This design comes from an exercise in tuning for small area on the open sky130 flow, not from production work.
In this exercise RTL edits were held to simulation tests only and were not proved equivalent to the original.
Power figures rest on the tool's default switching activity, not on a simulated workload. No driver is modelled on the clock port, so clocking that relies on it looks cheaper here than on a real chip.

// branch_train_queue
module branch_train_queue #(
  parameter int DEPTH = branch_train_queue_pkg::DEF_DEPTH,
  parameter int AW    = branch_train_queue_pkg::DEF_AW
) (
  input  logic                       clk,
  input  logic                       rst,
  input  logic                       in_valid0,
  input  logic                       in_valid1,
  input  logic                       in_isbranch0,
  input  logic                       in_isbranch1,
  input  logic                       in_taken0,
  input  logic                       in_taken1,
  input  logic [AW-1:0]              in_pc0,
  input  logic [AW-1:0]              in_pc1,
  input  logic [AW-1:0]              in_target0,
  input  logic [AW-1:0]              in_target1,
  output logic                       in_ready,
  input  logic                       drain_en,
  output logic                       train_valid0,
  output logic                       train_valid1,
  output logic                       isbranch0,
  output logic                       isbranch1,
  output logic                       taken0,
  output logic                       taken1,
  output logic [AW-1:0]              address_branch0,
  output logic [AW-1:0]              address_branch1,
  output logic [AW-1:0]              address_result0,
  output logic [AW-1:0]              address_result1,
  output logic [$clog2(DEPTH):0]     count,
  output logic                       err_overflow
);
Size: about 2000 cells after synthesis, ~280 I/O pins, ~39000 um2 of cells after synthesis.
==> flow/config.mk <==
export PLATFORM = sky130hd
export DESIGN_NAME = branch_train_queue
export DESIGN_NICKNAME = branch_train_queue
export VERILOG_FILES = /design/flow/design.v
export SDC_FILE = /design/flow/constraint.sdc
export NUM_CORES = 4
export LEC_CHECK = 0
export CAP_MARGIN = 0
export CORE_MARGIN = 2
export CORE_UTILIZATION = 60
export SLEW_MARGIN = 0
export SYNTH_HIERARCHICAL = 1
export SYNTH_MINIMUM_KEEP_SIZE = 0
export BUFFER_PORTS_ARGS = -buffer_cell sky130_fd_sc_hd__buf_1
export CTS_ARGS = -sink_clustering_enable -repair_clock_nets -dont_use_dummy_load -buf_list {sky130_fd_sc_hd__clkbuf_16} -sink_clustering_size 30 -sink_clustering_max_diameter 100
==> flow/constraint.sdc <==
create_clock -name core_clock -period 5.0 [get_ports {clk}]
set_input_delay 1.0000 -clock core_clock [delete_from_list [all_inputs] [get_ports {clk}]]
set_output_delay 1.0000 -clock core_clock [all_outputs]
set_load 0.01 [all_outputs]
standard.sh (not shown) runs the stock make flow with config.mk's settings and CLKGATE_MAP_FILE= SYNTH_SCRIPT=/design/flow/synth_recipe.tcl, a recipe that flattens the netlist after the stock synthesis.
==> flow/flow/run.sh <==
#!/bin/bash
# The standard ORFS layout (standard.sh), with three changes to how it is built:
#  - ports are buffered with the smallest buffer (buf_1) instead of a delay buffer,
#  - the clock tree uses clkbuf_16 with larger sink clusters and no dummy loads,
#  - everything else (synthesis, floorplan, placement, routing) is unchanged.
# Each tool's output goes to the ORFS logs under orfs/logs; make's own output to
# standard.log in this folder.
set -e
cat >> config.mk <<'EOF'
export BUFFER_PORTS_ARGS = -buffer_cell sky130_fd_sc_hd__buf_1
export CTS_ARGS = -sink_clustering_enable -repair_clock_nets -dont_use_dummy_load -buf_list {sky130_fd_sc_hd__clkbuf_16} -sink_clustering_size 30 -sink_clustering_max_diameter 100
EOF
bash standard.sh > standard.log 2>&1
The baseline completed without violations.
Rerun with:
CAP_MARGIN = 20   (was 0)
SLEW_MARGIN = 20   (was 0)
=> Non-clock buffer count stays the same; sequential power barely changes; total power does not change; routed wire length is unchanged; die area does not change; sequential share of layout area stays the same; critical path depth does not change.


== the baseline ==
branch_train_queue, a different RTL version from the one above (not shown whole).
For scale: roughly 3100 cells after synthesis, ~38000 um^2 of cells after synthesis.
export LEC_CHECK = 0
export CAP_MARGIN = 20
export CORE_MARGIN = 2
export CORE_UTILIZATION = 60
export PLACE_DENSITY = 0.9
export SLEW_MARGIN = 20
export SYNTH_HIERARCHICAL = 1
export SYNTH_MINIMUM_KEEP_SIZE = 0
export BUFFER_PORTS_ARGS = -buffer_cell sky130_fd_sc_hd__buf_1
export CTS_ARGS = -sink_clustering_enable -repair_clock_nets -dont_use_dummy_load -buf_list {sky130_fd_sc_hd__clkbuf_16} -sink_clustering_size 28 -sink_clustering_max_diameter 70
create_clock -name core_clock -period 5.0 [get_ports {clk}]
==> flow/flow/run.sh <==
#!/bin/bash
# The standard ORFS layout (standard.sh), with two changes to how it is built:
#  - ports are buffered with the smallest buffer (buf_1) instead of a delay buffer,
#  - the clock tree uses clkbuf_16 with larger sink clusters and no dummy loads.
# Everything else (synthesis, floorplan, placement, routing) is the standard flow.
# Each tool writes its full output to its own log under orfs/logs/ in this folder;
# make's own output goes to standard.log here.
set -e
cat >> config.mk <<'EOF'
export BUFFER_PORTS_ARGS = -buffer_cell sky130_fd_sc_hd__buf_1
export CTS_ARGS = -sink_clustering_enable -repair_clock_nets -dont_use_dummy_load -buf_list {sky130_fd_sc_hd__clkbuf_16} -sink_clustering_size 28 -sink_clustering_max_diameter 70
EOF
bash standard.sh > standard.log 2>&1
The baseline finished every step from synthesis to the final layout, and the layout passed the timing, DRC and antenna checks.
Relative to the baseline, the following input files were edited for the candidate:
# the baseline
export LEC_CHECK = 0
export CAP_MARGIN = 20
export CORE_MARGIN = 2
export CORE_UTILIZATION = 60
export PLACE_DENSITY = 0.9
export SLEW_MARGIN = 20
export SYNTH_HIERARCHICAL = 1
export SYNTH_MINIMUM_KEEP_SIZE = 0
export BUFFER_PORTS_ARGS = -buffer_cell sky130_fd_sc_hd__buf_1
export CTS_ARGS = -sink_clustering_enable -repair_clock_nets -dont_use_dummy_load -buf_list {sky130_fd_sc_hd__clkbuf_16} -sink_clustering_size 28 -sink_clustering_max_diameter 70
create_clock -name core_clock -period 5.0 [get_ports {clk}]
# the candidate
export LEC_CHECK = 0
export CAP_MARGIN = 20
export CORE_MARGIN = 2
export CORE_UTILIZATION = 60
export PLACE_DENSITY = 0.9
export SLEW_MARGIN = 20
export SYNTH_HIERARCHICAL = 1
export SYNTH_MINIMUM_KEEP_SIZE = 0
export BUFFER_PORTS_ARGS = -buffer_cell sky130_fd_sc_hd__buf_1
export CTS_ARGS = -sink_clustering_enable -repair_clock_nets -dont_use_dummy_load -buf_list {sky130_fd_sc_hd__clkbuf_16} -sink_clustering_size 30 -sink_clustering_max_diameter 80
create_clock -name core_clock -period 5.0 [get_ports {clk}]
diff --git a/flow/flow/run.sh b/flow/flow/run.sh
--- a/flow/flow/run.sh
+++ b/flow/flow/run.sh
@@ -9,5 +9,5 @@
 cat >> config.mk <<'EOF'
 export BUFFER_PORTS_ARGS = -buffer_cell sky130_fd_sc_hd__buf_1
-export CTS_ARGS = -sink_clustering_enable -repair_clock_nets -dont_use_dummy_load -buf_list {sky130_fd_sc_hd__clkbuf_16} -sink_clustering_size 28 -sink_clustering_max_diameter 70
+export CTS_ARGS = -sink_clustering_enable -repair_clock_nets -dont_use_dummy_load -buf_list {sky130_fd_sc_hd__clkbuf_16} -sink_clustering_size 30 -sink_clustering_max_diameter 80
 EOF
 bash standard.sh > standard.log 2>&1
==> results.txt <==
Relative to the baseline, total power decreased by 0.65% in the candidate. Compared with the baseline, in the candidate first-pass GRT wire length -about 0.4%, global-route usage -0.19 points. There was hardly any difference in achievable frequency between the baseline and the candidate.

## what the ideal ports hide
How much do the figures lean on ideal ports? The routed layouts below were timed once more, with nothing changed but the port constraints.
Step 1, drivers: a clkbuf_16 drives clk and a buf_2 each remaining input, both assumed.
Step 2, shift: input delay + t, output delay - t, t = (earliest + latest rising clock arrival at the registers) / 2. This alone moves slack from input paths to output paths.
a / b / c = ideal / step 1 / step 2; a / b = the first two.
run | t (ns) | slack for setup (ns) | worst setup path at the end | clock arrival spread, ns
the first run of note 1 | 0.677 | 0.163 / 0.097 / 0.774 | register to output | 0.024 / 0.024
the second run of note 1 | 0.677 | 0.163 / 0.097 / 0.774 | register to output | 0.024 / 0.024
the baseline | 0.676 | 0.242 / 0.180 / 0.684 | input to register | 0.092 / 0.093
the candidate | 0.657 | 0.249 / 0.187 / 0.687 | input to register | 0.105 / 0.105
After both steps setup and hold are still met in every run listed.
